This is an optimization exercise on Yosys and OpenROAD, whose aim is small area and a short achievable clock period, not a production implementation. In this exercise RTL edits were held to simulation tests only and were not proved equivalent to the original. Power and IR drop assume default switching activity.

`flow/design.v`:
```
package trace_pkg;
    localparam logic SRC_RF = 1'b0;
    localparam logic SRC_DM = 1'b1;
    localparam int TRACE_XLEN   = 32;
    localparam int TRACE_ADDR_W = 8;
    localparam int TRACE_CYC_W  = 16;
    typedef struct packed {
        logic                    src;
        logic [TRACE_CYC_W-1:0]  cycle;
        logic [TRACE_ADDR_W-1:0] addr;
        logic [TRACE_XLEN-1:0]   data;
    } trace_entry_t;
    function automatic int entry_width(input int xlen, input int addr_w, input int cyc_w);
        entry_width = 1 + cyc_w + addr_w + xlen;
    endfunction
endpackage
module trace_fifo
#(
    parameter int WIDTH = trace_pkg::entry_width(trace_pkg::TRACE_XLEN, trace_pkg::TRACE_ADDR_W, trace_pkg::TRACE_CYC_W),
    parameter int SLOTS = 15
) (
    input  logic             clk,
    input  logic [SLOTS-1:0] wr_en,
    input  logic [WIDTH-1:0] wr_zero,
    input  logic [WIDTH-1:0] wr_even,
    input  logic [WIDTH-1:0] wr_odd,
    input  logic [SLOTS-1:0] rd_sel,
    output logic [WIDTH-1:0] rd_data
);
    logic [WIDTH-1:0] mem_q [SLOTS];
    always_ff @(posedge clk) begin
        for (int i = 0; i < SLOTS; i++)
            if (wr_en[i]) mem_q[i] <= (i == 0) ? wr_zero : (i % 2 == 0) ? wr_even : wr_odd;
    end
    always_comb begin
        rd_data = '0;
        for (int i = 0; i < SLOTS; i++)
            rd_data = rd_data | (mem_q[i] & {WIDTH{rd_sel[i]}});
    end
endmodule
module reg_trace_buffer
#(
    parameter int XLEN       = 32,
    parameter int ADDR_W     = 8,
    parameter int DEPTH      = 16,
    parameter int CYC_W      = 16,
    parameter int MAX_CYCLES = 40000,
    parameter int OVF_W      = 8,
    localparam int ENTRY_W   = trace_pkg::entry_width(XLEN, ADDR_W, CYC_W),
    localparam int CNT_W     = $clog2(DEPTH) + 1
) (
    input  logic               clk,
    input  logic               rst,
    input  logic               rf_we,
    input  logic [4:0]         rf_waddr,
    input  logic [XLEN-1:0]    rf_wdata,
    input  logic               dm_we,
    input  logic [XLEN-1:0]    dm_addr,
    input  logic [XLEN-1:0]    dm_wdata,
    output logic               rd_valid,
    input  logic               rd_ready,
    output logic [ENTRY_W-1:0] rd_data,
    output logic [CNT_W-1:0]   count,
    output logic               full,
    output logic               halted,
    output logic [CYC_W-1:0]   cycle,
    output logic [OVF_W-1:0]   ovf_cnt
);
    logic [CYC_W-1:0]   cycle_q;
    logic               halted_q;
    logic [OVF_W-1:0]   ovf_q;
    logic [CNT_W-1:0]   count_q;
    logic               valid_q;
    logic               full_q;
    logic [ENTRY_W-1:0] head_q;
    logic [CYC_W-1:0]   cyc_n_q;   
    logic               run_q;     
    logic [CNT_W-1:0]   cnt_n_q;   
    logic               lv0_q, lv1_q, lv2_q, lvf1_q, lvf_q;
    localparam int SLOTS = DEPTH - 1;
    logic [SLOTS-1:0]   wp_q;      
    logic               wp_odd_q;  
    logic [SLOTS-1:0]   rd_sel_q;
    logic               hs_inrun_q;  
    logic               acc1_q;     
    logic               acc2_q;     
    logic               acc2p_q;    
    logic               fullrun_q;  
    logic [CYC_W-1:0]   cyc;
    logic               empty, pop;
    logic               pa, pb, drop1, drop2;
    logic               d_m1, d_p1, d_p2, d_0;
    logic [ENTRY_W-1:0] entry_rf, entry_dm;
    logic [ENTRY_W-1:0] wr_zero, wr_even, wr_odd, mread, head_src;
    logic [SLOTS-1:0]   wr_en, rd_sel, rn, rn_d;
    logic               hd_direct;
    logic [SLOTS-1:0]   wp_d;
    logic               unused_dm_addr;
    logic [CYC_W-1:0]   cycle_d;
    logic               halt_now;
    assign unused_dm_addr = ^dm_addr[XLEN-1:ADDR_W];
    assign cyc = ~cyc_n_q;
    assign entry_rf = {trace_pkg::SRC_RF, cyc, ADDR_W'(rf_waddr), rf_wdata};
    assign entry_dm = {trace_pkg::SRC_DM, cyc, dm_addr[ADDR_W-1:0], dm_wdata};
    assign empty = lv0_q;
    assign pop   = !empty && rd_ready;
    assign pa    = (rf_we || dm_we) && (acc1_q || (run_q && rd_ready));
    assign pb    = rf_we && dm_we && (acc2_q || (acc2p_q && rd_ready));
    assign drop2 = rf_we && dm_we && fullrun_q && !rd_ready;
    assign drop1 = (fullrun_q && !rd_ready && rf_we && !dm_we)
                || (fullrun_q && !rd_ready && !rf_we && dm_we)
                || (rf_we && dm_we && ((fullrun_q && rd_ready) || (acc2p_q && !rd_ready)));
    assign d_m1 = !empty && rd_ready && !(run_q && (rf_we || dm_we));
    assign d_p2 = rf_we && dm_we && acc2_q && (!rd_ready || empty);
    assign d_p1 = (!rd_ready && (rf_we || dm_we) && acc1_q && !(rf_we && dm_we && acc2_q))
               || (rd_ready && empty && run_q && rf_we && !dm_we)
               || (rd_ready && empty && run_q && !rf_we && dm_we)
               || (rd_ready && !empty && rf_we && dm_we && acc1_q);
    assign d_0  = !(d_m1 || d_p1 || d_p2);
    always_comb begin
        for (int i = 0; i < SLOTS; i++)
            wr_en[i] = (pa && wp_q[i]) || (pb && wp_q[(i + SLOTS - 1) % SLOTS]);
        wp_d = wp_q;
        if (pb)      wp_d = {wp_q[SLOTS-3:0], wp_q[SLOTS-1:SLOTS-2]};
        else if (pa) wp_d = {wp_q[SLOTS-2:0], wp_q[SLOTS-1]};
    end
    assign wr_zero = (wp_q[SLOTS-1] || !rf_we) ? entry_dm : entry_rf;
    assign wr_even = (wp_odd_q || !rf_we) ? entry_dm : entry_rf;
    assign wr_odd  = (!wp_odd_q || !rf_we) ? entry_dm : entry_rf;
    assign rd_sel  = rd_sel_q;
    trace_fifo #(
        .WIDTH (ENTRY_W),
        .SLOTS (SLOTS)
    ) u_fifo (
        .clk     (clk),
        .wr_en   (wr_en),
        .wr_zero (wr_zero),
        .wr_even (wr_even),
        .wr_odd  (wr_odd),
        .rd_sel  (rd_sel),
        .rd_data (mread)
    );
    assign hd_direct = empty || (lv1_q && rd_ready);
    assign head_src = mread
                    | (entry_rf   & {ENTRY_W{hs_inrun_q && rf_we}})
                    | (entry_dm   & {ENTRY_W{hs_inrun_q && !rf_we && dm_we}});
    always_ff @(posedge clk) begin
        if (rst)                  head_q <= '0;
        else if (empty || rd_ready) head_q <= head_src;
    end
    logic [CNT_W-1:0] cnt;
    logic             lv3, lvf2, lvf3;
    logic             lv0_d, lv1_d, lv2_d, lvf1_d, lvf_d;
    logic             ge2_d;
    assign cnt  = ~cnt_n_q;
    assign lv3  = (cnt == CNT_W'(3));
    assign lvf2 = (cnt == CNT_W'(DEPTH - 2));
    assign lvf3 = (cnt == CNT_W'(DEPTH - 3));
    assign lv0_d  = (d_0 && lv0_q) || (d_m1 && lv1_q);
    assign lv1_d  = (d_0 && lv1_q) || (d_m1 && lv2_q) || (d_p1 && lv0_q);
    assign lv2_d  = (d_0 && lv2_q) || (d_m1 && lv3) || (d_p1 && lv1_q) || (d_p2 && lv0_q);
    assign lvf1_d = (d_0 && lvf1_q) || (d_m1 && lvf_q) || (d_p1 && lvf2) || (d_p2 && lvf3);
    assign lvf_d  = (d_0 && lvf_q) || (d_p1 && lvf1_q) || (d_p2 && lvf2);
    assign ge2_d  = !(lv0_d || lv1_d);
    assign rn     = (lv0_q || lv1_q) ? wp_q : rd_sel_q;
    assign rn_d   = (hd_direct && pa)  ? {wp_q[SLOTS-2:0], wp_q[SLOTS-1]} :
                    (pop && !lv1_q)    ? {rd_sel_q[SLOTS-2:0], rd_sel_q[SLOTS-1]} : rn;
    always_ff @(posedge clk) begin
        if (rst) begin
            wp_q     <= SLOTS'(1);
            wp_odd_q <= 1'b0;
            lv0_q    <= 1'b1;
            lv1_q    <= 1'b0;
            lv2_q    <= 1'b0;
            lvf1_q   <= 1'b0;
            lvf_q    <= 1'b0;
            rd_sel_q <= '0;
            hs_inrun_q <= 1'b1;
            acc1_q    <= 1'b1;
            acc2_q    <= 1'b1;
            acc2p_q   <= 1'b0;
            fullrun_q <= 1'b0;
        end else begin
            wp_q <= wp_d;
            wp_odd_q <= 1'b0;
            for (int i = 1; i < SLOTS; i += 2) if (wp_d[i]) wp_odd_q <= 1'b1;
            lv0_q   <= lv0_d;
            lv1_q   <= lv1_d;
            lv2_q   <= lv2_d;
            lvf1_q  <= lvf1_d;
            lvf_q   <= lvf_d;
            rd_sel_q <= rn_d & {SLOTS{ge2_d}};
            hs_inrun_q <= !ge2_d && run_q && !halt_now;
            acc1_q    <= !lvf_d && run_q && !halt_now;
            acc2_q    <= !lvf_d && !lvf1_d && run_q && !halt_now;
            acc2p_q   <= lvf1_d && run_q && !halt_now;
            fullrun_q <= lvf_d && run_q && !halt_now;
        end
    end
    logic [CNT_W-1:0] count_d;
    logic [CNT_W-1:0] cnt_m1, cnt_p1, cnt_p2;
    assign cnt_m1  = cnt - CNT_W'(1);
    assign cnt_p1  = cnt + CNT_W'(1);
    assign cnt_p2  = cnt + CNT_W'(2);
    assign count_d = (cnt_m1  & {CNT_W{d_m1}})
                   | (cnt     & {CNT_W{d_0}})
                   | (cnt_p1  & {CNT_W{d_p1}})
                   | (cnt_p2  & {CNT_W{d_p2}});
    always_ff @(posedge clk) begin
        if (rst) begin
            count_q <= '0;
            cnt_n_q <= '1;
            valid_q <= 1'b0;
            full_q  <= 1'b0;
        end else begin
            count_q <= count_d;
            cnt_n_q <= ~count_d;
            valid_q <= !lv0_d;
            full_q  <= lvf_d;
        end
    end
    logic [OVF_W:0]   ovf_p1, ovf_p2;
    logic [OVF_W-1:0] ovf_s1, ovf_s2;
    assign cycle_d  = cyc + CYC_W'(1);
    assign halt_now = (MAX_CYCLES != 0 && cyc == CYC_W'(MAX_CYCLES - 1));
    assign ovf_p1 = {1'b0, ovf_q} + (OVF_W + 1)'(1);
    assign ovf_p2 = {1'b0, ovf_q} + (OVF_W + 1)'(2);
    assign ovf_s1 = ovf_p1[OVF_W] ? '1 : ovf_p1[OVF_W-1:0];
    assign ovf_s2 = ovf_p2[OVF_W] ? '1 : ovf_p2[OVF_W-1:0];
    always_ff @(posedge clk) begin
        if (rst) begin
            cycle_q  <= '0;
            cyc_n_q  <= '1;
            halted_q <= 1'b0;
            run_q    <= 1'b1;
            ovf_q    <= '0;
        end else begin
            if (cyc != CYC_W'(MAX_CYCLES)) begin
                cycle_q <= cycle_d;
                cyc_n_q <= ~cycle_d;
            end
            if (run_q && halt_now) begin
                halted_q <= 1'b1;
                run_q    <= 1'b0;
            end
            if (drop2)      ovf_q <= ovf_s2;
            else if (drop1) ovf_q <= ovf_s1;
        end
    end
    assign rd_valid = valid_q;
    assign rd_data  = head_q;
    assign count    = count_q;
    assign full     = full_q;
    assign halted   = halted_q;
    assign cycle    = cycle_q;
    assign ovf_cnt  = ovf_q;
endmodule
```
`flow/flow/run.sh`:
```
#!/bin/bash
# Layout flow: the standard flow (standard synthesis unchanged), with two
# layout choices changed through ORFS's own variables:
#  - clock tree synthesis without dummy loads (the tree is not padded with
#    extra load cells for balancing);
#  - ports buffered with sky130_fd_sc_hd__buf_2 (every port still gets a buffer).
# The make output goes to standard.log here; ORFS keeps each step's log under
# orfs/logs/.
set -euo pipefail
export CTS_ARGS="-sink_clustering_enable -repair_clock_nets -dont_use_dummy_load -sink_clustering_size 24 -sink_clustering_max_diameter 60"
export BUFFER_PORTS_ARGS="-buffer_cell sky130_fd_sc_hd__buf_2"
bash standard.sh finish > standard.log 2>&1
```
`flow/standard.sh`:
```
#!/bin/bash
# synth_recipe.tcl (not shown) runs the flow's synth.tcl, then flattens the netlist and writes it again
# the make line also repeats each setting of config.mk as NAME=value (left out here)
make -C /OpenROAD-flow-scripts/flow DESIGN_CONFIG=/design/flow/config.mk WORK_HOME=/design/flow/orfs CLKGATE_MAP_FILE= SYNTH_SCRIPT=/design/flow/synth_recipe.tcl "${@:-finish}"
```
`flow/config.mk`:
```
export PLATFORM = sky130hd
export DESIGN_NAME = reg_trace_buffer
export DESIGN_NICKNAME = reg_trace_buffer
export VERILOG_FILES = /design/flow/design.v
export SDC_FILE = /design/flow/constraint.sdc
export NUM_CORES = 4
export LEC_CHECK = 0
export CAP_MARGIN = 20
export CORE_MARGIN = 2
export CORE_UTILIZATION = 60
export SETUP_SLACK_MARGIN = 2.3
export SLEW_MARGIN = 20
export TNS_END_PERCENT = 30
```
`flow/constraint.sdc`:
```
create_clock -name core_clock -period 4.3 [get_ports {clk}]
set_input_delay 0.8600 -clock core_clock [delete_from_list [all_inputs] [get_ports {clk}]]
set_output_delay 0.8600 -clock core_clock [all_outputs]
set_load 0.01 [all_outputs]
```
==> impl_metrics.json, run 1 <==
{
  "critPathMaxFanout": 15,
  "cts_tree": "done",
  "synth_fa_ha_area_share_pct": 0.353,
  "ys.flop_type": "edfxtp_1",
  "syn-cell-area_sq_mm": 0.0389,
  "cts.sinks": 1006,
  "muxShareOfSynthArea_pct": 3.72,
  "hold_buffers": 0,
  "post-synth-top-count-cell": "edfxtp_1",
  "die_w_um": 259,
  "overflow": 0,
  "insertion_delay_ps": 670,
  "via_per_inst": 7.10,
  "min_period_ps": 2080,
  "clockRootBuffer": "clkbuf_16",
  "post-route-period-util_pct": 48.3,
  "cts_made_buffers": 60,
  "max_slew_margin_pct": 44.0,
  "cts_buffer_depth": 3,
  "criticalPathCategory": "reg -> reg",
  "finalHoldViolCount": 0,
  "clk_pin_slew_worst_paths_ps": 70,
  "fin_setup_tns_ps": 0,
  "skew_ps": 40.0,
  "grt_max_degree": 58,
  "r2r_end": "u_fifo.mem_q[6][33]",
  "synth_seq_cells": 1006,
  "async_reset_ff_share_pct": 0,
  "grt_pass1_vias": 24400,
  "p_seq_share_pct": 59.5,
  "grt_usage_pct": 35.3,
  "postLayoutCellArea_sq_mm": 0.0443,
  "grt_pass1_wl_um": 170000,
  "synthXorXnorAreaFrac_pct": 0.405,
  "hold_end": "cycle_q[0]",
  "cp.required_ps": 4650,
  "rsz0062_at_grt": "true",
  "internal-power_uw": 14700,
  "synth_compound_area_share_pct": 13.7,
  "yosys-top-cells-count": "855 x edfxtp_1, 248 x a22oi_1, 172 x nand2_1",
  "antenna_found_initial": 9,
  "port_buffers": 170,
  "drt_first_pass_iters": 6,
  "power.density_mw_per_mm2": 445,
  "comb_power_share_pct": 13.0,
  "drive_gt1_share_pct": 23.1,
  "vias": 25800,
  "coreArea_sq_mm": 0.0643,
  "met3_usage_pct": 7.09,
  "cts_htree_levels": 2,
  "seq_area_frac_synth_pct": 73.7,
  "finalSetupViolCount": 0,
  "netlist_instances": 2561,
  "cp-start-kind": "register",
  "hp-start": "cycle_q[0]",
  "row_count": 93,
  "yosysTopAreaCell": "edfxtp_1",
  "yosys.area_share.simple_pct": 5.92,
  "syn_area_per_cell_sq_um": 15.2,
  "worst_pin_slew_ps": 840,
  "nets": 2891,
  "use_met2_pct": 55.9,
  "ys_types": 77,
  "endpoint_kind": "register",
  "die_area_sq_mm": 0.0670,
  "regToRegSetupSlack_ps": 2220,
  "p_sw_share_pct": 25.4,
  "drcViolationCount": 0,
  "ant_nets": 0,
  "dpl_cell_area_sq_mm": 0.0413,
  "holdPathStages": 2,
  "start_util_pct": 60.5,
  "drt_first_iter_violations": 4024,
  "die_h_um": 259,
  "synth_nets": 2678,
  "dp_hpwl_um": 62200,
  "synth_top_family_by_area": "compound AO/OA/AOI/OAI gates",
  "p_leak_uw": 0.0150,
  "use_met1_pct": 50.8,
  "busiest_layer": "met2",
  "areaGrowthSynthToFinish_pct": 13.7,
  "max_freq_ghz": 0.481,
  "wire_per_inst_um": 33.7,
  "yosys_warnings": 3,
  "ir_worst_vdd_v": 0.000388,
  "synth_top_area_share_pct": 65.9,
  "maxCapViolations": 0,
  "rr_worst_depth": 3,
  "synth_edf_count": 855,
  "min_path_type": "reg -> reg",
  "drv_slew": 0,
  "ios": 195,
  "status": "complete, no violations",
  "p_sw_uw": 5000,
  "r2r_start": "wp_odd_q",
  "cp.arrival_ps": 2430,
  "routabilityCongestion": 0.861,
  "p_clk_share_pct": 27.5,
  "netlist_top_cells_area": "edfxtp_1 66%, dfxtp_1 7.8%, a22oi_1 4.8%",
  "wirelength_um": 122000
}
==> worst max-delay path, cell delays in order, from the launching register on <==
cell,delay [ps]
dfxtp_1,410
nand2b_2,520
buf_4,380
mux2_2,450
==> routing by layer <==
| metal | share of wire (%) | wire length [um] |
|---|---|---|
| met5 | 0.046 | 56 |
| met4 | 2.3 | 2870 |
| met3 | 12 | 15100 |
| met2 | 47 | 57100 |
| met1 | 39 | 47200 |
==> worst max-delay path by stage <==
stage               slack (ps)  startpoint  cells past startpoint             endpoint
floorplan                 1210    rd_ready                      7  u_fifo.mem_q[13][0]
global placement          1110       rf_we                      7  u_fifo.mem_q[0][12]
detailed placement        1070       rf_we                      7  u_fifo.mem_q[0][12]
CTS                       2070    wp_q[14]                      3  u_fifo.mem_q[0][23]
global route              2210  head_q[55]                      1          rd_data[55]
finish                    2220    wp_odd_q                      3  u_fifo.mem_q[6][33]
==> flip-flops by register name (all words and copies together), names as in the netlist, 5 cells and up <==
register      flops
head_q           57
cycle_q          16
wp_q             15
cyc_n_q          16
u_fifo.mem_q    855
rd_sel_q         15
cnt_n_q           5
count_q           5
ovf_q             8
==> layout by cell type, fill, tap and decap left out, drive strengths merged, types with 13 or more instances in the layout <==
cell type	instances
a211oi	61
a21oi	66
a221oi	80
a22o	78
a22oi	248
a311oi	44
a31oi	14
and2	16
buf	319
clkbuf	66
dfxtp	151
edfxtp	855
inv	26
mux2	111
mux2i	20
nand2	182
nand2b	15
nand3	68
nand4	46
nor2	117
nor3	13
o2111ai	17
o21ai	23
o221a	14
xnor2	18
==> power by group through the flow <==
| stage | registers (uW) | logic (uW) | clock network (uW) |
|---|---|---|---|
| finish | 11700 | 2570 | 5420 |
| global route | 11800 | 2690 | 5770 |
| CTS | 11700 | 2420 | 5450 |
| detailed placement | 11900 | 2250 | 0 |
| global placement | 11900 | 2220 | 0 |
| floorplan | 11800 | 1260 | 0 |
==> repair_timing <==
item | 4_1_cts | 5_1_grt
pin swaps | 17 | 7
buffers inserted | 34 | 25
cloned | 9 | 10
setup endpoints to repair | 1182 | 753
gates resized for setup | 83 | 73
==> final cells by class <==
| class | count | area, sq um |
|---|---|---|
| clock buffers | 60 | 1500 |
| flip-flops and latches | 1006 | 28800 |
| inverters | 31 | 135 |
| fillers | 4367 | 20100 |
| multi-input cells | 1350 | 10000 |
| repair buffers | 325 | 2750 |
| well taps | 855 | 1070 |
| diodes | 4 | 10.0 |
==> through the flow <==
| step | setup slack [ps] | hold slack, ps | std cells | utilization (%) | power (uW) |
|---|---|---|---|---|---|
| 2_1_floorplan | 1210 | 454 | 2561 | - | 13100 |
| 3_3_place_gp | 1110 | 436 | 3489 | 64.1 | 14100 |
| 3_5_place_dp | 1070 | 443 | 3489 | 64.1 | 14200 |
| 4_1_cts | 2070 | 452 | 3592 | 67.8 | 19600 |
| 5_1_grt | 2210 | 477 | 3630 | 68.8 | 20200 |
| 6_report | 2220 | 449 | 3631 | 68.8 | 19700 |
==> cell families after synthesis <==
group | count (synthesis)
flops | 1006
compound gates | 689
simple gates | 491
buf+inv | 215
mux | 131
xor+xnor | 18
fa+ha+maj | 11
==> inputs of run 2 (changes only) <==
--- a/flow/config.mk
+++ b/flow/config.mk
@@ -11,3 +11,3 @@
 export SETUP_SLACK_MARGIN = 2.3
 export SLEW_MARGIN = 20
-export TNS_END_PERCENT = 30
+export TNS_END_PERCENT = 10
==> run 2 against run 1 <==
Still clean. Register-to-register slack hardly changed. Count of clock-buffer cells in the layout unchanged. First-iteration DRC count up 4.2%. Clock power about the same. Cell count grew 0.11%. Power is essentially flat. Non-clock buffer count grew 2. Fmax grew 0.30%. Routed wire length hardly changed. Setup slack better by 6.2 ps. Clock skew increased by 3.9 ps. Critical path type is now reg -> out. Largest cell class unchanged.
==> impl_metrics.json, run 2 <==
{
  "layout_commonest_cell": "edfxtp_1",
  "synth_top_area_share_pct": 65.9,
  "routabilityCongestion": 0.861,
  "hp-start": "cycle_q[0]",
  "r2r_start": "wp_odd_q",
  "syn_area_per_cell_sq_um": 15.2,
  "synth_edf_count": 855,
  "power.density_mw_per_mm2": 446,
  "cts_buffer_depth": 3,
  "largestRegisters": "u_fifo.mem_q x855, head_q x57",
  "r2r_end": "u_fifo.mem_q[6][33]",
  "fin_ws_ps": 2230,
  "seq_area_frac_synth_pct": 73.7,
  "grt_pass1_wl_um": 168000,
  "finalSetupViolCount": 0,
  "comb_power_share_pct": 13.0,
  "crit_path_max_incr_delay_ps": 390,
  "grt_usage_pct": 34.9,
  "finalHoldViolCount": 0,
  "skew_ps": 44.0,
  "regToRegSetupSlack_ps": 2230,
  "yosysTopAreaCell": "edfxtp_1",
  "wirelength_um": 122000,
  "vias": 25800,
  "dp_hpwl_um": 62200,
  "insertion_delay_ps": 680,
  "ys_types": 77,
  "use_met1_pct": 50.6,
  "max_freq_ghz": 0.483,
  "ys.flop_type": "edfxtp_1",
  "nets": 2896,
  "cp.arrival_ps": 1210,
  "async_reset_ff_share_pct": 0,
  "cp_cell_sequence": "buf_2",
  "critPathMaxFanout": 2,
  "ant_nets": 0,
  "post-route-period-util_pct": 48.2,
  "worst_pin_slew_ps": 813,
  "overflow": 0,
  "wire_per_inst_um": 33.7,
  "n_fill_cell": 4374,
  "hold_buffers": 0,
  "cts_made_buffers": 60,
  "use_met2_pct": 55.1,
  "cp.required_ps": 3440,
  "status": "complete, no violations",
  "hold_end": "cycle_q[0]",
  "p_sw_uw": 5000,
  "grt_pass1_vias": 24200,
  "min_period_ps": 2070,
  "die_h_um": 259,
  "maxCapViolations": 0,
  "dpl_cell_area_sq_mm": 0.0413,
  "drt_first_pass_iters": 6,
  "die_area_sq_mm": 0.0670,
  "p_seq_share_pct": 59.5,
  "met3_usage_pct": 6.47,
  "netlist_instances": 2561,
  "internal-power_uw": 14700,
  "yosys-top-cells-count": "855 x edfxtp_1, 248 x a22oi_1, 172 x nand2_1",
  "port_buffers": 170,
  "areaGrowthSynthToFinish_pct": 13.5,
  "coreArea_sq_mm": 0.0643,
  "postLayoutCellArea_sq_mm": 0.0442,
  "worst-path-stages": 1,
  "finalNonFillerCells": 3635,
  "min_path_type": "reg -> reg",
  "holdPathStages": 2,
  "grt_max_degree": 58,
  "max_slew_margin_pct": 45.8,
  "clockRootBuffer": "clkbuf_16",
  "endpoint_kind": "primary output",
  "yosys_warnings": 3,
  "ios": 195,
  "drv_slew": 0,
  "regMostFlops": "u_fifo.mem_q",
  "register_area_sq_mm": 0.0288,
  "drt_first_iter_violations": 4194,
  "antenna_found_initial": 11,
  "cp-start-kind": "register",
  "ir_worst_vdd_v": 0.000386,
  "p_clk_share_pct": 27.5,
  "p_sw_share_pct": 25.4,
  "fin_setup_tns_ps": 0,
  "synth_nets": 2678,
  "cts_tree": "done",
  "criticalPathCategory": "reg -> out",
  "netlist_top_cells_area": "edfxtp_1 66%, dfxtp_1 7.8%, a22oi_1 4.8%",
  "drive_gt1_share_pct": 23.0,
  "die_w_um": 259,
  "critical_path.top_delay_family": "flip-flops",
  "pre_cts_ws_ps": 1070,
  "row_count": 93,
  "placed_cells": 3489,
  "p_leak_uw": 0.0150,
  "syn-cell-area_sq_mm": 0.0389,
  "post-synth-top-count-cell": "edfxtp_1",
  "busiest_layer": "met2",
  "start_util_pct": 60.5,
  "crit_buf_inv": 1,
  "drcViolationCount": 0,
  "rr_worst_depth": 3,
  "clk_pin_slew_worst_paths_ps": 90,
  "cts_htree_levels": 2,
  "largest_register_ffs": 855,
  "synth_seq_cells": 1006,
  "cp_slowest_cell": "dfxtp_2",
  "via_per_inst": 7.09,
  "multi_input_area_sq_mm": 0.0100,
  "cts.sinks": 1006,
  "layout_common_cells": "855 x edfxtp_1, 248 x a22oi_1, 166 x buf_2, 142 x nand2_1, 117 x dfxtp_1",
  "rsz0062_at_grt": "true"
}
## run 2: cell counts after synthesis
Identical to the previous run, type by type.
## run 2: cells by family (layout without fill, tap and decap cells)
| group | Yosys count | count (layout) | share of synthesized area [%] |
|---|---|---|---|
| flops | 1006 | 1006 | 73.7 |
| mux | 131 | 131 | 3.72 |
| fa+ha+maj | 11 | 11 | 0.353 |
| buf+inv | 215 | 418 | 2.18 |
| xor+xnor | 18 | 18 | 0.405 |
| simple gates | 491 | 503 | 5.92 |
| other cells | 0 | 3 | 0 |
| compound gates | 689 | 690 | 13.7 |
## run 2: worst max-delay path by stage
stage | endpoint | start
5_1_grt | u_fifo.mem_q[2][38] | rf_we
2_1_floorplan | u_fifo.mem_q[13][0] | rd_ready
6_report | rd_data[20] | head_q[20]
4_1_cts | u_fifo.mem_q[0][23] | wp_q[14]
3_3_place_gp | u_fifo.mem_q[0][12] | rf_we
3_5_place_dp | u_fifo.mem_q[0][12] | rf_we
## run 2: metrics by stage
stage | power (uW) | utilization, % | hold slack [ps]
after floorplan | 13100 | - | 454
final | 19700 | 68.7 | 449
after CTS | 19500 | 67.3 | 452
after global placement | 14100 | 64.1 | 436
after detailed placement | 14200 | 64.1 | 443
after global routing | 20200 | 68.7 | 478
## run 2: routing by layer
| metal | up-vias | routed length (um) |
|---|---|---|
| li1 | 10700 | - |
| met1 | 13000 | 47100 |
| met2 | 1844 | 56700 |
| met3 | 214 | 15400 |
| met4 | 12 | 3060 |
| met5 | - | 63 |
## run 2: power groups by stage
| stage | Sequential [uW] | Combinational (uW) | Clock (uW) |
|---|---|---|---|
| CTS | 11700 | 2370 | 5450 |
| finish | 11700 | 2560 | 5420 |
| floorplan | 11800 | 1260 | 0 |
| global route | 11800 | 2680 | 5780 |
| detailed placement | 11900 | 2250 | 0 |
| global placement | 11900 | 2220 | 0 |
## run 2: what timing repair did
action | in CTS | in global routing
resized for setup | 53 | 86
cloned | 8 | 11
setup buffers | 21 | 43
endpoints found under the setup margin | 1182 | 987
pin swaps | 10 | 15
## run 2: cell type report
cell class / count / share of cell area (%)
inverter: 31 / 0.306
sequential: 1006 / 65.1
clock buffer: 60 / 3.40
timing repair buffer: 327 / 6.09
multi-input combinational: 1353 / 22.7
antenna: 3 / 0.0170
tap: 855 / 2.42
==> inputs of run 3 (changes only) <==
--- a/flow/config.mk
+++ b/flow/config.mk
@@ -6,4 +6,5 @@
 export NUM_CORES = 4
 export LEC_CHECK = 0
+export ABC_AREA = 1
 export CAP_MARGIN = 20
 export CORE_MARGIN = 2
@@ -11,3 +12,2 @@
 export SETUP_SLACK_MARGIN = 2.3
 export SLEW_MARGIN = 20
-export TNS_END_PERCENT = 10
==> run 3 against run 2 <==
Sequential power shrank 4%. Critical endpoint is now rd_data[8]. Clock power shrank 1%. Setup slack improved by 47 ps. Cell count up 22%. Combinational power down 19%. Fmax grew 2.3%. Still clean on timing, DRC and antenna. Largest cell class unchanged. Cell area rose by 2.2%.
==> impl_metrics.json, run 3 <==
{
  "status": "complete, no violations",
  "n_fill_cell": 4704,
  "coreArea_sq_mm": 0.0655,
  "die_h_um": 261,
  "busiest_layer": "met2",
  "criticalPathCategory": "reg -> out",
  "yosys.area_share.simple_pct": 15.2,
  "endpoint_kind": "primary output",
  "drcViolationCount": 0,
  "synthXorXnorAreaFrac_pct": 0.287,
  "fin_setup_tns_ps": 0,
  "placed_cells": 4278,
  "synth_nets": 3474,
  "cts_htree_levels": 2,
  "ant_nets": 0,
  "grt_max_degree": 58,
  "use_met1_pct": 51.4,
  "cts.sinks": 1006,
  "regMostFlops": "u_fifo.mem_q",
  "max_freq_ghz": 0.494,
  "vias": 28200,
  "die_area_sq_mm": 0.0681,
  "drt_first_iter_violations": 3970,
  "min_path_type": "reg -> reg",
  "netlist_instances": 3357,
  "ios": 195,
  "cp_slowest_cell": "dfxtp_4",
  "async_reset_ff_share_pct": 0,
  "synth_seq_cells": 1006,
  "seq_area_frac_synth_pct": 72.4,
  "layout_common_cells": "985 x nand2_1, 855 x edfxtp_1, 189 x o21ai_0, 170 x nand3_1, 127 x buf_2",
  "hold_buffers": 0,
  "wire_per_inst_um": 27.9,
  "layout_commonest_cell": "nand2_1",
  "clk_pin_slew_worst_paths_ps": 90,
  "cp.required_ps": 3440,
  "finalNonFillerCells": 4420,
  "grt_pass1_wl_um": 172000,
  "synth_edf_count": 855,
  "cts_tree": "done",
  "wirelength_um": 123000,
  "clockRootBuffer": "clkbuf_16",
  "antenna_found_initial": 4,
  "ys.flop_type": "edfxtp_1",
  "min_period_ps": 2030,
  "largest_register_ffs": 855,
  "yosys-top-cells-count": "992 x nand2_1, 855 x edfxtp_1, 258 x o21ai_0",
  "use_met2_pct": 55.2,
  "maxCapViolations": 0,
  "grt_pass1_vias": 26000,
  "nets": 3674,
  "drive_gt1_share_pct": 15.8,
  "p_leak_uw": 0.0163,
  "drt_first_pass_iters": 6,
  "cts_made_buffers": 59,
  "row_count": 94,
  "routabilityCongestion": 0.886,
  "start_util_pct": 60.5,
  "holdWs_ps": 457,
  "critical_path.top_delay_family": "flip-flops",
  "yosys_warnings": 3,
  "cts_buffer_depth": 3,
  "largestRegisters": "u_fifo.mem_q x855, head_q x57",
  "yosysTopAreaCell": "edfxtp_1",
  "via_per_inst": 6.37,
  "syn_area_per_cell_sq_um": 11.8,
  "cp-start-kind": "register",
  "rsz0062_at_grt": "true",
  "synth_top_family_by_area": "simple AND/OR/NAND/NOR gates",
  "cp.arrival_ps": 1170,
  "multi_input_area_sq_mm": 0.0100,
  "grt_usage_pct": 35.1,
  "post-route-period-util_pct": 47.1,
  "drv_slew": 0,
  "ir_worst_vdd_v": 0.000396,
  "worst_pin_slew_ps": 989,
  "crit_buf_inv": 1,
  "port_buffers": 170,
  "ys_types": 52,
  "power.density_mw_per_mm2": 413,
  "cp_cell_sequence": "buf_6",
  "critPathMaxFanout": 2,
  "total_power_uw": 18700,
  "max_slew_margin_pct": 34.1,
  "overflow": 0,
  "register_area_sq_mm": 0.0289,
  "synth_compound_area_share_pct": 8.47,
  "areaGrowthSynthToFinish_pct": 14.1,
  "insertion_delay_ps": 680,
  "netlist_top_cells_area": "edfxtp_1 65%, nand2_1 9.4%, dfxtp_1 7.6%",
  "muxShareOfSynthArea_pct": 0,
  "crit_path_max_incr_delay_ps": 380,
  "die_w_um": 261,
  "dp_hpwl_um": 62700,
  "finalHoldViolCount": 0,
  "synth_top_area_share_pct": 64.8,
  "skew_ps": 72.9,
  "synth_fa_ha_area_share_pct": 0.347,
  "met3_usage_pct": 5.27,
  "syn-cell-area_sq_mm": 0.0396,
  "post-synth-top-count-cell": "nand2_1",
  "finalSetupViolCount": 0
}
run 3: path summary, 6_finish.rpt:
kind                                 start                  to  cells after the start  slack (ps)
worst min register to register  cycle_q[0]          cycle_q[0]                      1         460
worst max register to register    wp_odd_q  u_fifo.mem_q[5][7]                      3        2330
worst min-delay path            cycle_q[0]          cycle_q[0]                      1         460
worst max-delay path             head_q[8]          rd_data[8]                      1        2270
run 3: cell families after synthesis:
kind of cell / after synthesis
AOI/OAI and AO/OA: 555
adders and majority gates: 11
and+or+nand+nor: 1442
xor gates and xnor gates: 13
buffers and inverters: 330
DFF: 1006
run 3: layout make-up:
type	count	share of cell area (%)
Antenna cell	1	0.00554
Clock buffer	59	3.27
Inverter	150	1.38
Multi-Input combinational cell	2021	22.2
Sequential cell	1006	63.9
Tap cell	864	2.39
Timing Repair Buffer	317	6.93
Timing Repair inverter	2	0.0221
run 3: routing by layer:
metal | part of all wire [%] | vias up | wire length [um]
met5 | 0.028 | - | 35
met1 | 39 | 13800 | 48000
met3 | 12 | 257 | 15200
li1 | - | 12300 | -
met4 | 3.5 | 6 | 4340
met2 | 45 | 1784 | 55900
run 3: report_power, final:
part           switching [uW]  leakage [uW]  internal, uW
clock                    2940      0.000727          2420
sequential                273       0.00913         11000
combinational            1380       0.00640           684
total                    4600        0.0163         14100
run 3: timing repair:
action	CTS	global route
resized for setup	171	118
gates cloned	9	14
setup buffers	33	26
endpoints found under the setup margin	1457	1037
pin swaps	10	5
run 3: metrics by stage:
stage               instance area (sq um)  utilization, %  setup WS [ps]
floorplan                           39900               -           1380
global placement                    41800            63.9            990
detailed placement                  41800            63.9            981
CTS                                 44400            67.7           2150
global route                        45200            69.0           2260
finish                              45200            69.0           2270
==> inputs of run 4 (changes only) <==
--- a/flow/config.mk
+++ b/flow/config.mk
@@ -6,5 +6,4 @@
 export NUM_CORES = 4
 export LEC_CHECK = 0
-export ABC_AREA = 1
 export CAP_MARGIN = 20
 export CORE_MARGIN = 2
==> run 4 against run 3 <==
Critical path depth unchanged. Power up 6.2%. Clock power up 1%. Still clean on timing, DRC and antenna. Cell count down 17%. Hold slack worse by 7.7 ps. Critical path type unchanged. Area after synthesis down 1.7%. Fmax down 1.2%.
==> impl_metrics.json, run 4 <==
{
  "netlist_instances": 2561,
  "row_count": 93,
  "grt_pass1_wl_um": 173000,
  "cts_made_buffers": 60,
  "synth_edf_count": 855,
  "min_period_ps": 2050,
  "post-synth-top-count-cell": "edfxtp_1",
  "largest_register_ffs": 855,
  "multi_input_area_sq_mm": 0.0100,
  "worst_pin_slew_ps": 836,
  "overflow": 0,
  "die_h_um": 259,
  "largestRegisters": "u_fifo.mem_q x855, head_q x57",
  "total_power_uw": 19800,
  "regMostFlops": "u_fifo.mem_q",
  "grt_pass1_vias": 24700,
  "die_w_um": 259,
  "yosys_warnings": 3,
  "ys.flop_type": "edfxtp_1",
  "n_fill_cell": 4305,
  "max_freq_ghz": 0.488,
  "port_buffers": 170,
  "max_slew_margin_pct": 44.3,
  "finalSetupViolCount": 0,
  "start_util_pct": 60.5,
  "finalHoldViolCount": 0,
  "syn-cell-area_sq_mm": 0.0389,
  "wire_per_inst_um": 34.2,
  "layout_commonest_cell": "edfxtp_1",
  "register_area_sq_mm": 0.0289,
  "cts_buffer_depth": 3,
  "maxCapViolations": 0,
  "seq_area_frac_synth_pct": 73.7,
  "cp.required_ps": 3440,
  "cts_tree": "done",
  "fin_ws_ps": 2250,
  "grt_max_degree": 55,
  "endpoint_kind": "primary output",
  "insertion_delay_ps": 680,
  "min_path_type": "reg -> reg",
  "yosys-top-cells-count": "855 x edfxtp_1, 248 x a22oi_1, 172 x nand2_1",
  "cts_htree_levels": 2,
  "fin_setup_tns_ps": 0,
  "critPathMaxFanout": 2,
  "crit_path_max_incr_delay_ps": 400,
  "post-route-period-util_pct": 47.7,
  "synth_seq_cells": 1006,
  "die_area_sq_mm": 0.0670,
  "dp_hpwl_um": 62200,
  "areaGrowthSynthToFinish_pct": 15.2,
  "wirelength_um": 125000,
  "netlist_top_cells_area": "edfxtp_1 66%, dfxtp_1 7.8%, a22oi_1 4.8%",
  "holdWs_ps": 449,
  "routabilityCongestion": 0.861,
  "antenna_found_initial": 9,
  "p_leak_uw": 0.0152,
  "drt_first_pass_iters": 6,
  "ant_nets": 0,
  "pre_cts_ws_ps": 1070,
  "rsz0062_at_grt": "true",
  "cts.sinks": 1006,
  "syn_area_per_cell_sq_um": 15.2,
  "drcViolationCount": 0,
  "cp.arrival_ps": 1190,
  "coreArea_sq_mm": 0.0643,
  "power.density_mw_per_mm2": 442,
  "ys_types": 77,
  "critical_path.top_delay_family": "flip-flops",
  "nets": 2909,
  "criticalPathCategory": "reg -> out",
  "hold_buffers": 0,
  "drv_slew": 0,
  "layout_common_cells": "855 x edfxtp_1, 248 x a22oi_1, 142 x nand2_1, 127 x buf_2",
  "vias": 26200,
  "grt_usage_pct": 36.1,
  "async_reset_ff_share_pct": 0,
  "yosysTopAreaCell": "edfxtp_1",
  "drive_gt1_share_pct": 25.4,
  "via_per_inst": 7.18,
  "status": "complete, no violations",
  "skew_ps": 50.5,
  "clk_pin_slew_worst_paths_ps": 100,
  "synth_nets": 2678,
  "ir_worst_vdd_v": 0.000389,
  "cp_slowest_cell": "dfxtp_4",
  "clockRootBuffer": "clkbuf_16",
  "ios": 195,
  "drt_first_iter_violations": 4190,
  "crit_buf_inv": 1,
  "cp_cell_sequence": "buf_6",
  "synth_top_area_share_pct": 65.9,
  "cp-start-kind": "register"
}
-- run 4: changes by cell type in the layout (fill, tap and decap cells not counted), sizes merged, moves of 40 or more --
cell    previous run  this run
a22o              33        78
nor3              53        13
a311oi             0        44
nand3            171        68
inv              138        25
o21ai            261        23
nand2            996       183
a22oi              1       248
mux2               0       111
a221oi            27        80
-- run 4: kinds of logic (layout without fill, tap and decap cells) --
family	count (synthesis)	in the layout	share of synthesized area [%]
AO/OA/AOI/OAI	689	689	13.7
XOR/XNOR	18	18	0.405
adder cells (fa/ha/maj)	11	11	0.353
buffers and inverters	215	432	2.18
flip-flops	1006	1006	73.7
multiplexers	131	131	3.72
other	0	3	0
AND/OR/NAND/NOR	491	503	5.92
-- run 4: routing by layer --
metal | GRT usage [%] | share of wire, %
met1 | 51.5 | 38
met2 | 57.1 | 46
met3 | 7.51 | 13
met4 | 9.87 | 3.1
met5 | 0 | 0.055
-- run 4: path summary, 6_finish.rpt --
kind	startpoint	to	slack, ps	depth (start not counted)
min	cycle_q[0]	cycle_q[0]	450	2
min reg2reg	cycle_q[0]	cycle_q[0]	450	2
max	head_q[48]	rd_data[48]	2250	1
max reg2reg	rd_sel_q[5]	head_q[40]	2280	5
-- run 4: repair_timing --
| action | 4_1_cts | 5_1_grt |
|---|---|---|
| gates cloned | 13 | 13 |
| resized for setup | 198 | 61 |
| endpoints found under the setup margin | 1182 | 668 |
| pin swaps | 19 | 14 |
| setup buffers | 50 | 20 |
-- run 4: final cells by class --
| class | count | share of cell area (%) |
|---|---|---|
| inverter | 31 | 0.310 |
| sequential | 1006 | 64.4 |
| multi-input combinational | 1352 | 22.4 |
| timing repair buffer | 341 | 7.16 |
| antenna | 3 | 0.0167 |
| tap | 855 | 2.39 |
| clock buffer | 60 | 3.35 |
-- run 4: stage by stage --
step,util [%],cell area [sq um],instances
5_1_grt,69.7,44900,3648
4_1_cts,68.7,44200,3612
6_report,69.7,44900,3648
3_3_place_gp,64.1,41300,3489
2_1_floorplan,-,39100,2561
3_5_place_dp,64.1,41300,3489
-- run 4: where the power goes --
| group | switching, uW | total (uW) | internal [uW] |
|---|---|---|---|
| logic | 1710 | 2680 | 966 |
| clock network | 2960 | 5420 | 2460 |
| registers | 366 | 11700 | 11400 |
| total | 5040 | 19800 | 14800 |
==> inputs of run 5 (changes only) <==
--- a/flow/flow/run.sh
+++ b/flow/flow/run.sh
@@ -8,5 +8,5 @@
 # orfs/logs/.
 set -euo pipefail
-export CTS_ARGS="-sink_clustering_enable -repair_clock_nets -dont_use_dummy_load -sink_clustering_size 24 -sink_clustering_max_diameter 60"
+export CTS_ARGS="-sink_clustering_enable -repair_clock_nets -dont_use_dummy_load -sink_clustering_size 30 -sink_clustering_max_diameter 70"
 export BUFFER_PORTS_ARGS="-buffer_cell sky130_fd_sc_hd__buf_2"
 bash standard.sh finish > standard.log 2>&1
==> run 5 against run 4 <==
Sequential cell count stayed put. Hold slack better by 1.5 ps. Critical path type is now in -> reg. Clock skew is 11 ps higher. Setup slack better by 14 ps. Still clean on timing, DRC and antenna. Combinational power hardly changed. Routed wire length hardly changed.
==> impl_metrics.json, run 5 <==
{
  "overflow": 0,
  "via_per_inst": 7.14,
  "multi_input_area_sq_mm": 0.0101,
  "crit_path_max_incr_delay_ps": 250,
  "insertion_delay_ps": 660,
  "skew_ps": 61.7,
  "post-synth-top-count-cell": "edfxtp_1",
  "placed_cells": 3489,
  "synth_nets": 2678,
  "syn_area_per_cell_sq_um": 15.2,
  "cts_buffer_depth": 3,
  "min_period_ps": 2040,
  "largestRegisters": "u_fifo.mem_q x855, head_q x57",
  "dp_hpwl_um": 62200,
  "cts_htree_levels": 2,
  "wire_per_inst_um": 34.4,
  "grt_pass1_wl_um": 172000,
  "die_w_um": 259,
  "worst_pin_slew_ps": 833,
  "startpoint": "rf_we",
  "p_leak_uw": 0.0150,
  "rsz0062_at_grt": "true",
  "routabilityCongestion": 0.861,
  "post-route-period-util_pct": 47.3,
  "layout_common_cells": "855 x edfxtp_1, 248 x a22oi_1, 143 x buf_2, 141 x nand2_1",
  "ys_types": 77,
  "die_area_sq_mm": 0.0670,
  "cts.sinks": 1006,
  "power.density_mw_per_mm2": 435,
  "largest_register_ffs": 855,
  "critPathMaxFanout": 24,
  "grt_max_degree": 55,
  "finalSetupViolCount": 0,
  "layout_commonest_cell": "edfxtp_1",
  "path_common_cell": "buf_6",
  "finalNonFillerCells": 3633,
  "regToRegSetupSlack_ps": 2300,
  "min_path_type": "reg -> reg",
  "syn-cell-area_sq_mm": 0.0389,
  "synth_top_area_share_pct": 65.9,
  "row_count": 93,
  "r2r_end": "acc2_q",
  "endpoint": "u_fifo.mem_q[13][32]",
  "clk_pin_slew_worst_paths_ps": 90,
  "max_slew_margin_pct": 44.5,
  "areaGrowthSynthToFinish_pct": 14.0,
  "rr_worst_depth": 7,
  "finalHoldViolCount": 0,
  "async_reset_ff_share_pct": 0,
  "coreArea_sq_mm": 0.0643,
  "regMostFlops": "u_fifo.mem_q",
  "endpoint_kind": "register",
  "clockRootBuffer": "clkbuf_16",
  "vias": 25900,
  "ant_nets": 0,
  "seq_area_frac_synth_pct": 73.7,
  "netlist_top_cells_area": "edfxtp_1 66%, dfxtp_1 7.8%, a22oi_1 4.8%",
  "hold_buffers": 0,
  "yosys_warnings": 3,
  "fin_setup_tns_ps": 0,
  "r2r_start": "cyc_n_q[0]",
  "yosys-top-cells-count": "855 x edfxtp_1, 248 x a22oi_1, 172 x nand2_1",
  "die_h_um": 259,
  "drv_slew": 0,
  "max_freq_ghz": 0.491,
  "drt_first_pass_iters": 6,
  "drcViolationCount": 0,
  "netlist_instances": 2561,
  "synth_edf_count": 855,
  "register_area_sq_mm": 0.0289,
  "start_util_pct": 60.5,
  "status": "complete, no violations",
  "port_buffers": 170,
  "cp.arrival_ps": 2340,
  "ys.flop_type": "edfxtp_1",
  "cp_cell_sequence": "buf_6, nor2_1, nor2_2, buf_6, nand2_1, o21ai_4, buf_4, buf_16",
  "cp-start-kind": "input pin",
  "antenna_found_initial": 9,
  "grt_pass1_vias": 24500,
  "nets": 2894,
  "criticalPathCategory": "in -> reg",
  "cts_tree": "done",
  "ir_worst_vdd_v": 0.000355,
  "drive_gt1_share_pct": 24.5,
  "yosysTopAreaCell": "edfxtp_1",
  "grt_usage_pct": 35.9,
  "cts_made_buffers": 50,
  "drt_first_iter_violations": 4033,
  "cp_slowest_cell": "buf_4",
  "ios": 195,
  "wirelength_um": 125000,
  "synth_seq_cells": 1006,
  "maxCapViolations": 0,
  "n_fill_cell": 4334,
  "cp.required_ps": 4610
}
## run 5: cell types whose count changed in the layout (fill, tap and decap cells not counted), sizes merged
cell,change
buf,-4
clkbuf,-11
clkinvlp,-1
inv,+1
bufbuf,-1
nand2,+1
## run 5: final cells by class
type | count | share of cell area (%)
multi-input cells | 1353 | 22.7
diodes | 3 | 0.0169
clock buffers | 50 | 2.82
well taps | 855 | 2.41
repair buffers | 335 | 6.75
inverters | 31 | 0.304
flip-flops and latches | 1006 | 65.0
## run 5: per-stage QoR
stage                     util (%)  hold WS [ps]  instance area, sq um  total power [uW]  setup WS (ps)
after floorplan                  -           454                 39100             13100           1210
after global placement        64.1           436                 41300             14100           1110
after detailed placement      64.1           443                 41300             14200           1070
after CTS                     68.0           455                 43700             19200           2240
after global routing          69.0           480                 44400             19800           2220
final                         69.0           451                 44400             19300           2260
## run 5: kinds of logic after synthesis
group	share of synthesized area, %
compound gates	13.7
buf+inv	2.18
fa+ha+maj	0.353
mux	3.72
simple gates	5.92
flops	73.7
xor+xnor	0.405
## run 5: worst min-delay path by stage
| stage | start | endpoint | slack (ps) | depth (start not counted) |
|---|---|---|---|---|
| floorplan | lv2_q | lv1_q | 450 | 2 |
| global placement | cycle_q[0] | cycle_q[0] | 440 | 2 |
| detailed placement | cycle_q[0] | cycle_q[0] | 440 | 2 |
| global route | cycle_q[0] | cycle_q[0] | 480 | 2 |
| finish | cycle_q[0] | cycle_q[0] | 450 | 2 |
| CTS | cycle_q[0] | cycle_q[0] | 460 | 2 |
## run 5: report_power, final
group	internal [uW]	switching, uW
Clock	2070	2880
Combinational	935	1720
Sequential	11400	359
## run 5: metal layers
metal | vias to the layer above | track usage (%) | routed length [um]
met1 | 13200 | 51.1 | 47100
li1 | 10700 | - | -
met3 | 251 | 7.32 | 15500
met5 | - | 0 | 75
met4 | 12 | 10.6 | 3890
met2 | 1817 | 56.8 | 58200
## run 5: repair_timing
item | CTS | global route
resized for setup | 168 | 58
endpoints found under the hold margin | 0 | 0
buffers inserted | 42 | 23
pin swaps | 18 | 14
endpoints found under the setup margin | 1210 | 550
cloned | 15 | 11
## run 5: worst max-delay path, delay by kind of cell
family,cells,cell delay (ps)
simple gates,3,470
compound gates,1,100
buf+inv,4,890
==> inputs of run 6 (changes only) <==
==> flow/flow/run.sh (replaced) <==
#!/bin/bash
# Layout flow: the standard flow (standard synthesis unchanged), with two
# layout choices changed through ORFS's own variables:
#  - clock tree synthesis without dummy loads (the tree is not padded with
#    extra load cells for balancing);
#  - ports buffered with sky130_fd_sc_hd__buf_1 (every port still gets a buffer).
# The make output goes to standard.log here; ORFS keeps each step's log under
# orfs/logs/.
set -euo pipefail
export CTS_ARGS="-sink_clustering_enable -repair_clock_nets -dont_use_dummy_load -sink_clustering_size 24 -sink_clustering_max_diameter 60"
export BUFFER_PORTS_ARGS="-buffer_cell sky130_fd_sc_hd__buf_1"
bash standard.sh finish > standard.log 2>&1
==> run 6 against run 5 <==
Highest routed layer unchanged. Sequential power about the same. Power up 2.6%. Fmax up 0.49%. Setup slack better by 9.9 ps. Sequential cell count unchanged. Global-route usage up 0.22 points. Non-clock buffer count up 25. Critical path depth down 7. Sequential share of layout area down 1.1 points. Via count up 2.1%. First-iteration DRC count up 10%. Utilization up 1.3 points. Still clean.
==> impl_metrics.json, run 6 <==
{
  "status": "complete, no violations",
  "layout_common_cells": "855 x edfxtp_1, 248 x a22oi_1, 140 x nand2_1, 111 x mux2_2, 110 x nor2_1",
  "maxCapViolations": 0,
  "synthXorXnorAreaFrac_pct": 0.405,
  "ys.flop_type": "edfxtp_1",
  "finalSetupViolCount": 0,
  "largestRegisters": "u_fifo.mem_q x855, head_q x57",
  "worst_pin_slew_ps": 816,
  "synth_top_area_share_pct": 65.9,
  "areaGrowthSynthToFinish_pct": 16.1,
  "async_reset_ff_share_pct": 0,
  "register_area_sq_mm": 0.0289,
  "largest_register_ffs": 855,
  "drcViolationCount": 0,
  "finalNonFillerCells": 3667,
  "seq_area_frac_synth_pct": 73.7,
  "grt_usage_pct": 36.2,
  "overflow": 0,
  "via_per_inst": 7.22,
  "post-route-util_pct": 70.3,
  "synth_edf_count": 855,
  "regMostFlops": "u_fifo.mem_q",
  "drt_first_iter_violations": 4445,
  "fin_setup_tns_ps": 0,
  "layout_commonest_cell": "edfxtp_1",
  "endpoint_kind": "primary output",
  "cts_tree": "done",
  "cts.sinks": 1006,
  "yosysTopAreaCell": "edfxtp_1",
  "ys_types": 77,
  "post-route-period-util_pct": 47.1,
  "die_area_sq_mm": 0.0670,
  "drv_slew": 0,
  "netlist_instances": 2561,
  "cp_slowest_cell": "dfxtp_4",
  "cp-start-kind": "register",
  "wirelength_um": 128000,
  "cp.required_ps": 3440,
  "min_path_type": "reg -> reg",
  "die_h_um": 259,
  "cp.arrival_ps": 1170,
  "postLayoutCellArea_sq_mm": 0.0452,
  "grt_pass1_vias": 25000,
  "critPathMaxFanout": 2,
  "skew_ps": 42.6,
  "row_count": 93,
  "dpl_cell_area_sq_mm": 0.0409,
  "syn-cell-area_sq_mm": 0.0389,
  "cts_made_buffers": 57,
  "min_period_ps": 2030,
  "clk_pin_slew_worst_paths_ps": 100,
  "ir_worst_vdd_v": 0.000436,
  "holdWs_ps": 453,
  "synth_fa_ha_area_share_pct": 0.353,
  "synth_nets": 2678,
  "synth_compound_area_share_pct": 13.7,
  "antenna_found_initial": 8,
  "crit_path_max_incr_delay_ps": 400,
  "synth_seq_cells": 1006,
  "routabilityCongestion": 0.878,
  "grt_pass1_wl_um": 174000,
  "synth_top_family_by_area": "compound AO/OA/AOI/OAI gates",
  "nets": 2927,
  "max_slew_margin_pct": 45.6,
  "yosys.area_share.simple_pct": 5.92,
  "regToRegSetupSlack_ps": 2300,
  "drt_first_pass_iters": 6,
  "drive_gt1_share_pct": 23.2,
  "multi_input_area_sq_mm": 0.0102,
  "wire_per_inst_um": 34.9,
  "yosys_warnings": 3,
  "finalHoldViolCount": 0,
  "syn_area_per_cell_sq_um": 15.2,
  "die_w_um": 259,
  "power.density_mw_per_mm2": 439,
  "n_fill_cell": 4269,
  "coreArea_sq_mm": 0.0643,
  "criticalPathCategory": "reg -> out",
  "cp_cell_sequence": "buf_6",
  "ant_nets": 0,
  "post-synth-top-count-cell": "edfxtp_1",
  "grt_max_degree": 52,
  "p_leak_uw": 0.0151,
  "ios": 195,
  "vias": 26500,
  "max_freq_ghz": 0.494,
  "cts_htree_levels": 2,
  "crit_buf_inv": 1,
  "rsz0062_at_grt": "true",
  "critical_path.top_delay_family": "flip-flops",
  "start_util_pct": 60.5,
  "dp_hpwl_um": 61400,
  "port_buffers": 170,
  "yosys-top-cells-count": "855 x edfxtp_1, 248 x a22oi_1, 172 x nand2_1",
  "insertion_delay_ps": 670,
  "muxShareOfSynthArea_pct": 3.72,
  "placed_cells": 3478,
  "clockRootBuffer": "clkbuf_16",
  "netlist_top_cells_area": "edfxtp_1 66%, dfxtp_1 7.8%, a22oi_1 4.8%",
  "cts_buffer_depth": 3
}
run 6: cell counts after synthesis:
Identical to the previous run, type by type.
run 6: final cells by class:
type	instances	area share, %
antenna	4	0.0221
clock buffer	57	3.15
multi-input combinational	1354	22.5
sequential	1006	63.9
tap	855	2.37
timing repair buffer	360	7.74
inverter	31	0.299
run 6: final timing paths:
kind | endpoint | cells past startpoint | start
hold / removal | cycle_q[13] | 2 | cycle_q[13]
setup / recovery | rd_data[20] | 1 | head_q[20]
setup reg to reg | u_fifo.mem_q[0][27] | 3 | wp_q[14]
hold reg to reg | cycle_q[13] | 2 | cycle_q[13]
run 6: layer usage:
metal	share of wire (%)	GRT usage, %	wire (um)
met5	0.042	0	54
met4	3.0	11.8	3890
met3	13	6.34	16100
met2	47	57.2	60100
met1	37	51.5	47800
run 6: what timing repair did:
item,CTS,global route
hold buffers,0,0
setup endpoints to repair,1617,851
buffers inserted,57,29
pin swaps,21,26
resized for setup,290,124
gates cloned,14,28
run 6: metrics by stage:
stage | power (uW) | worst slack, ps
after global routing | 20300 | 2240
final | 19800 | 2270
after global placement | 14100 | 844
after detailed placement | 14100 | 841
after CTS | 19500 | 2240
after floorplan | 13100 | 1210
run 6: power by group:
| group | total (uW) | switching (uW) | internal [uW] |
|---|---|---|---|
| clock | 5300 | 2960 | 2340 |
| combinational | 2770 | 1750 | 1020 |
| sequential | 11700 | 376 | 11400 |
run 6: cells by family (layout without fill, tap and decap cells):
family	Yosys count	in the layout
buf+inv	215	448
fa+ha+maj	11	11
compound gates	689	689
flops	1006	1006
simple gates	491	505
xor+xnor	18	18
other cells	0	4
mux	131	131

[what the ideal ports hide]
In the flow no input, the clock included, has a driving cell. The finished layouts below were timed again as built, in two steps. Step 1 assumes that a clkbuf_16 drives the clock port and a buf_2 every other input. Step 2 adds t to the input delays and takes it off the output delays; t is the mean of the earliest and latest rising clock arrival at the registers after step 1. Input paths then give back, and output paths get back, about the clock's delay inside the block. a / b / c = ideal ports / drivers / drivers and shift; a / b = the first two.
| run | shift t [ns] | slack for setup (ns) | slew at the worst register clock pin (ns) | pins driven straight from the clock port |
|---|---|---|---|---|
| run 1 | 0.717 | 2.221 / 2.165 / 1.581 | 0.10 / 0.10 | 1 |
| run 2 | 0.717 | 2.228 / 2.160 / 1.540 | 0.10 / 0.10 | 1 |
| run 3 | 0.708 | 2.274 / 2.209 / 1.664 | 0.10 / 0.10 | 1 |
| run 4 | 0.722 | 2.250 / 2.183 / 1.634 | 0.10 / 0.10 | 1 |
| run 5 | 0.692 | 2.264 / 2.214 / 1.534 | 0.11 / 0.11 | 1 |
| run 6 | 0.711 | 2.274 / 2.208 / 1.599 | 0.10 / 0.10 | 1 |
After both steps every run listed still meets setup and hold. The setup slack of run 5, which loses most, moves by -0.050 ns with the drivers and by -0.730 ns with both steps.
